Context: an optimization exercise on an open-source flow, tuned for small area, a short achievable clock period and few clock cycles per item. The choices shown serve that exercise and are no tape-out recipe. In this exercise RTL edits were held to simulation tests only and were not proved equivalent to the original. Power figures rest on the tool's default switching activity, not on a simulated workload.

## xenon
// nonpreemptive_priority_scheduler_top
module nonpreemptive_priority_scheduler_top (
  input  logic                        clk,
  input  logic                        rst_n,
  input  logic                        in_valid,
  output logic                        in_stall,
  input  logic [nps_pkg::ARR_W-1:0]   in_arrival_time,
  input  logic [nps_pkg::PRI_W-1:0]   in_priority_req,
  input  logic [nps_pkg::BUR_W-1:0]   in_burst_time,
  input  logic                        in_last_job,
  output logic                        out_valid,
  input  logic                        out_stall,
  output logic [nps_pkg::JOB_W-1:0]   out_job_number,
  output logic [nps_pkg::TIME_W-1:0]  out_completion_time,
  output logic [nps_pkg::TIME_W-1:0]  out_turnaround_time,
  output logic [nps_pkg::TIME_W-1:0]  out_waiting_time,
  output logic                        out_last_result
);
  localparam int NP = MAX_PROCS;
  localparam int QD = 3;                 
  localparam int QW = $clog2(QD + 1);
  localparam int QP = $clog2(QD);
  localparam int HW = TIME_W - ARR_W;    
  ...
Settings: LEC_CHECK=0, CAP_MARGIN=20, CORE_MARGIN=2, CORE_UTILIZATION=40, SETUP_SLACK_MARGIN=1.5, SLEW_MARGIN=20; clock period 6.0 ns.
run.sh (not shown) runs the stock make flow with config.mk's settings and CLKGATE_MAP_FILE= SYNTH_SCRIPT=/design/flow/synth_recipe.tcl, a recipe that flattens the netlist after the stock synthesis.
Testbench counts of xenon, summed over its fixed seeds: cycles 21,251, jobs 19,788.
Input changes introduced in cedar (baseline for comparison: xenon):
--- a/flow/design.v
+++ b/flow/design.v
@@ -95,16 +95,20 @@
   logic [TIME_W-1:0] t_r;                
   logic              srch_r;             
   logic              a_v_r;
   logic [TIME_W-1:0] a_ct_r;
   logic [ARR_W-1:0]  a_arr_r;
   logic [TIME_W-1:0] a_st_r;
   logic [IDX_W-1:0]  a_num_r;
   logic              a_last_r;
+  logic              ov_r;
+  logic [JOB_W-1:0]  onum_r;
+  logic [TIME_W-1:0] oct_r, otat_r, owt_r;
+  logic              olast_r;
   logic             iv_r;
   logic [ARR_W-1:0] i_arr;
   logic [PRI_W-1:0] i_pri;
   logic [BUR_W-1:0] i_bur;
   logic             i_last;
   logic          igo, keep, close;
   logic          q_full, room;
   logic [NP-1:0] up;                     
@@ -137,17 +141,17 @@
       up[i] = (CNT_W'(i) >= nopen_r) || !c[1];
     end
   end
   localparam int VW = (ARR_W + 1) + ARR_W + IDX_W;    
   logic [NP-1:0]     act, rdy, above, onehot, aabove, afirst;
   logic [VW-1:0]     tv  [2*NP];          
   logic [2*NP-1:0]   tr;                  
   logic              any;
-  logic              a_free, pick;
+  logic              a_free, b_take, pick;
   logic [ARR_W:0]    p_sum;
   logic [ARR_W-1:0]  p_arr, f_arr;
   logic [IDX_W-1:0]  p_num;
   logic [HW-1:0]     t_hi1;
   logic [TIME_W-1:0] ct;
   logic              activate;
   logic [CNT_W-1:0]  occ_pop;
   logic [NP-1:0]     below;               
@@ -178,17 +182,18 @@
     f_arr = '0;
     for (int i = 0; i < NP; i++) f_arr |= {ARR_W{afirst[i]}} & e_arr[i];
   end
   logic              nz, last1, qne, lastpick;
   logic [TIME_W-1:0] t_any, t_none;
   logic [CNT_W-1:0]  nrem_any, nrem_none;
   assign t_hi1    = t_r[TIME_W-1:ARR_W] + HW'(1);
   assign ct       = {p_sum[ARR_W] ? t_hi1 : t_r[TIME_W-1:ARR_W], p_sum[ARR_W-1:0]};
-  assign a_free   = !a_v_r || !out_stall;
+  assign b_take   = !ov_r || !out_stall;
+  assign a_free   = !a_v_r || b_take;
   assign nz       = (nrem_r != '0);
   assign last1    = (nrem_r == CNT_W'(1));
   assign qne      = (q_cnt_r != '0);
   assign lastpick = !srch_r && a_free && last1 && qne;    
   assign pick     = any && !srch_r && a_free;
   assign activate = any ? lastpick : (!nz && qne);
   assign t_any  = srch_r ? TIME_W'(p_arr) :
                   !a_free ? t_r :
@@ -276,39 +281,48 @@
       lo_r    <= '0;
       nrem_r  <= '0;
       nopen_r <= '0;
       q_cnt_r <= '0;
       q_rd_r  <= '0;
       q_wr_r  <= '0;
       srch_r  <= 1'b0;
       a_v_r   <= 1'b0;
+      ov_r    <= 1'b0;
     end else begin
       occ_r <= occ_pop + ((keep && !absorb) ? CNT_W'(1) : CNT_W'(0));
       lo_r  <= activate ? lo_act : lo_keep;
       nopen_r <= close ? '0 : nopen_nx;
       if (close) q_wr_r <= (q_wr_r == QP'(QD - 1)) ? '0 : q_wr_r + QP'(1);
       if (activate) q_rd_r <= (q_rd_r == QP'(QD - 1)) ? '0 : q_rd_r + QP'(1);
       q_cnt_r <= activate ? q_cnt_act : q_cnt_keep;
       nrem_r <= any ? nrem_any : nrem_none;
       srch_r <= any ? srch_r : (nz && !srch_r);
-      a_v_r <= pick || (a_v_r && out_stall);
+      if (b_take) ov_r <= a_v_r;
+      a_v_r <= pick || (a_v_r && !b_take);
     end
   end
   always_ff @(posedge clk) begin
     t_r <= any ? t_any : t_none;
   end
   always_ff @(posedge clk) begin
     if (a_free) begin
       a_ct_r   <= ct;
       a_arr_r  <= p_arr;
       a_st_r   <= t_r;
       a_num_r  <= p_num;
       a_last_r <= (nrem_r == CNT_W'(1));
     end
+    if (b_take) begin
+      onum_r  <= JOB_W'(a_num_r) + JOB_W'(1);
+      oct_r   <= a_ct_r;
+      otat_r  <= a_ct_r - TIME_W'(a_arr_r);
+      owt_r   <= a_st_r - TIME_W'(a_arr_r);
+      olast_r <= a_last_r;
+    end
   end
-  assign out_valid           = a_v_r;
-  assign out_job_number      = JOB_W'(a_num_r) + JOB_W'(1);
-  assign out_completion_time = a_ct_r;
-  assign out_turnaround_time = a_ct_r - TIME_W'(a_arr_r);
-  assign out_waiting_time    = a_st_r - TIME_W'(a_arr_r);
-  assign out_last_result     = a_last_r;
+  assign out_valid           = ov_r;
+  assign out_job_number      = onum_r;
+  assign out_completion_time = oct_r;
+  assign out_turnaround_time = otat_r;
+  assign out_waiting_time    = owt_r;
+  assign out_last_result     = olast_r;
 endmodule
Results
Post-synthesis simple-gate area fraction | cedar below xenon
In the flow results for xenon and cedar, the share of the synthesized area in compound gates (AO/OA/AOI/OAI) is larger on xenon.
When cedar is measured against xenon, its pre-CTS setup slack turns out 220 ps lower.
Lower critical path depth among xenon and cedar: xenon
Diff xenon -> cedar | global-route wire length before repair | down slightly
Compared with xenon, in cedar met2 wire length has increased, total congestion overflow comparable, total track usage shrank by 0.59 points, width of the die climbed 1.2%, power consumption fell by 5.1%.
Testbench counts of cedar, summed over its fixed seeds: cycles 21,259, jobs 19,788.

separate check: timing with driven ports:
How much do the figures lean on ideal ports? The routed layouts below were timed once more, with nothing changed but the port constraints.
Step 1 sets driving cells, clkbuf_16 on the clock port and buf_2 on the other inputs (assumed; they add their load-dependent delay and slew).
Step 2 moves the port delays by t, midway between the first and last clock arrival at a register: inputs arrive t later, outputs are due t later. That takes back most of the time a late clock gives input paths.
a / b / c = ideal ports / drivers / drivers and shift; a / b = the first two.
run	shift t [ns]	slack for setup (ns)	hold slack, ns	worst setup path after step 2	latest minus earliest clock arrival (ns)
xenon	0.873	1.149 / 1.065 / 1.412	0.488 / 0.488 / 0.488	register to register	0.055 / 0.055
cedar	0.899	1.313 / 1.313 / 1.313	0.447 / 0.447 / 0.447	register to register	0.054 / 0.053
After both steps setup and hold are still met in every run listed.
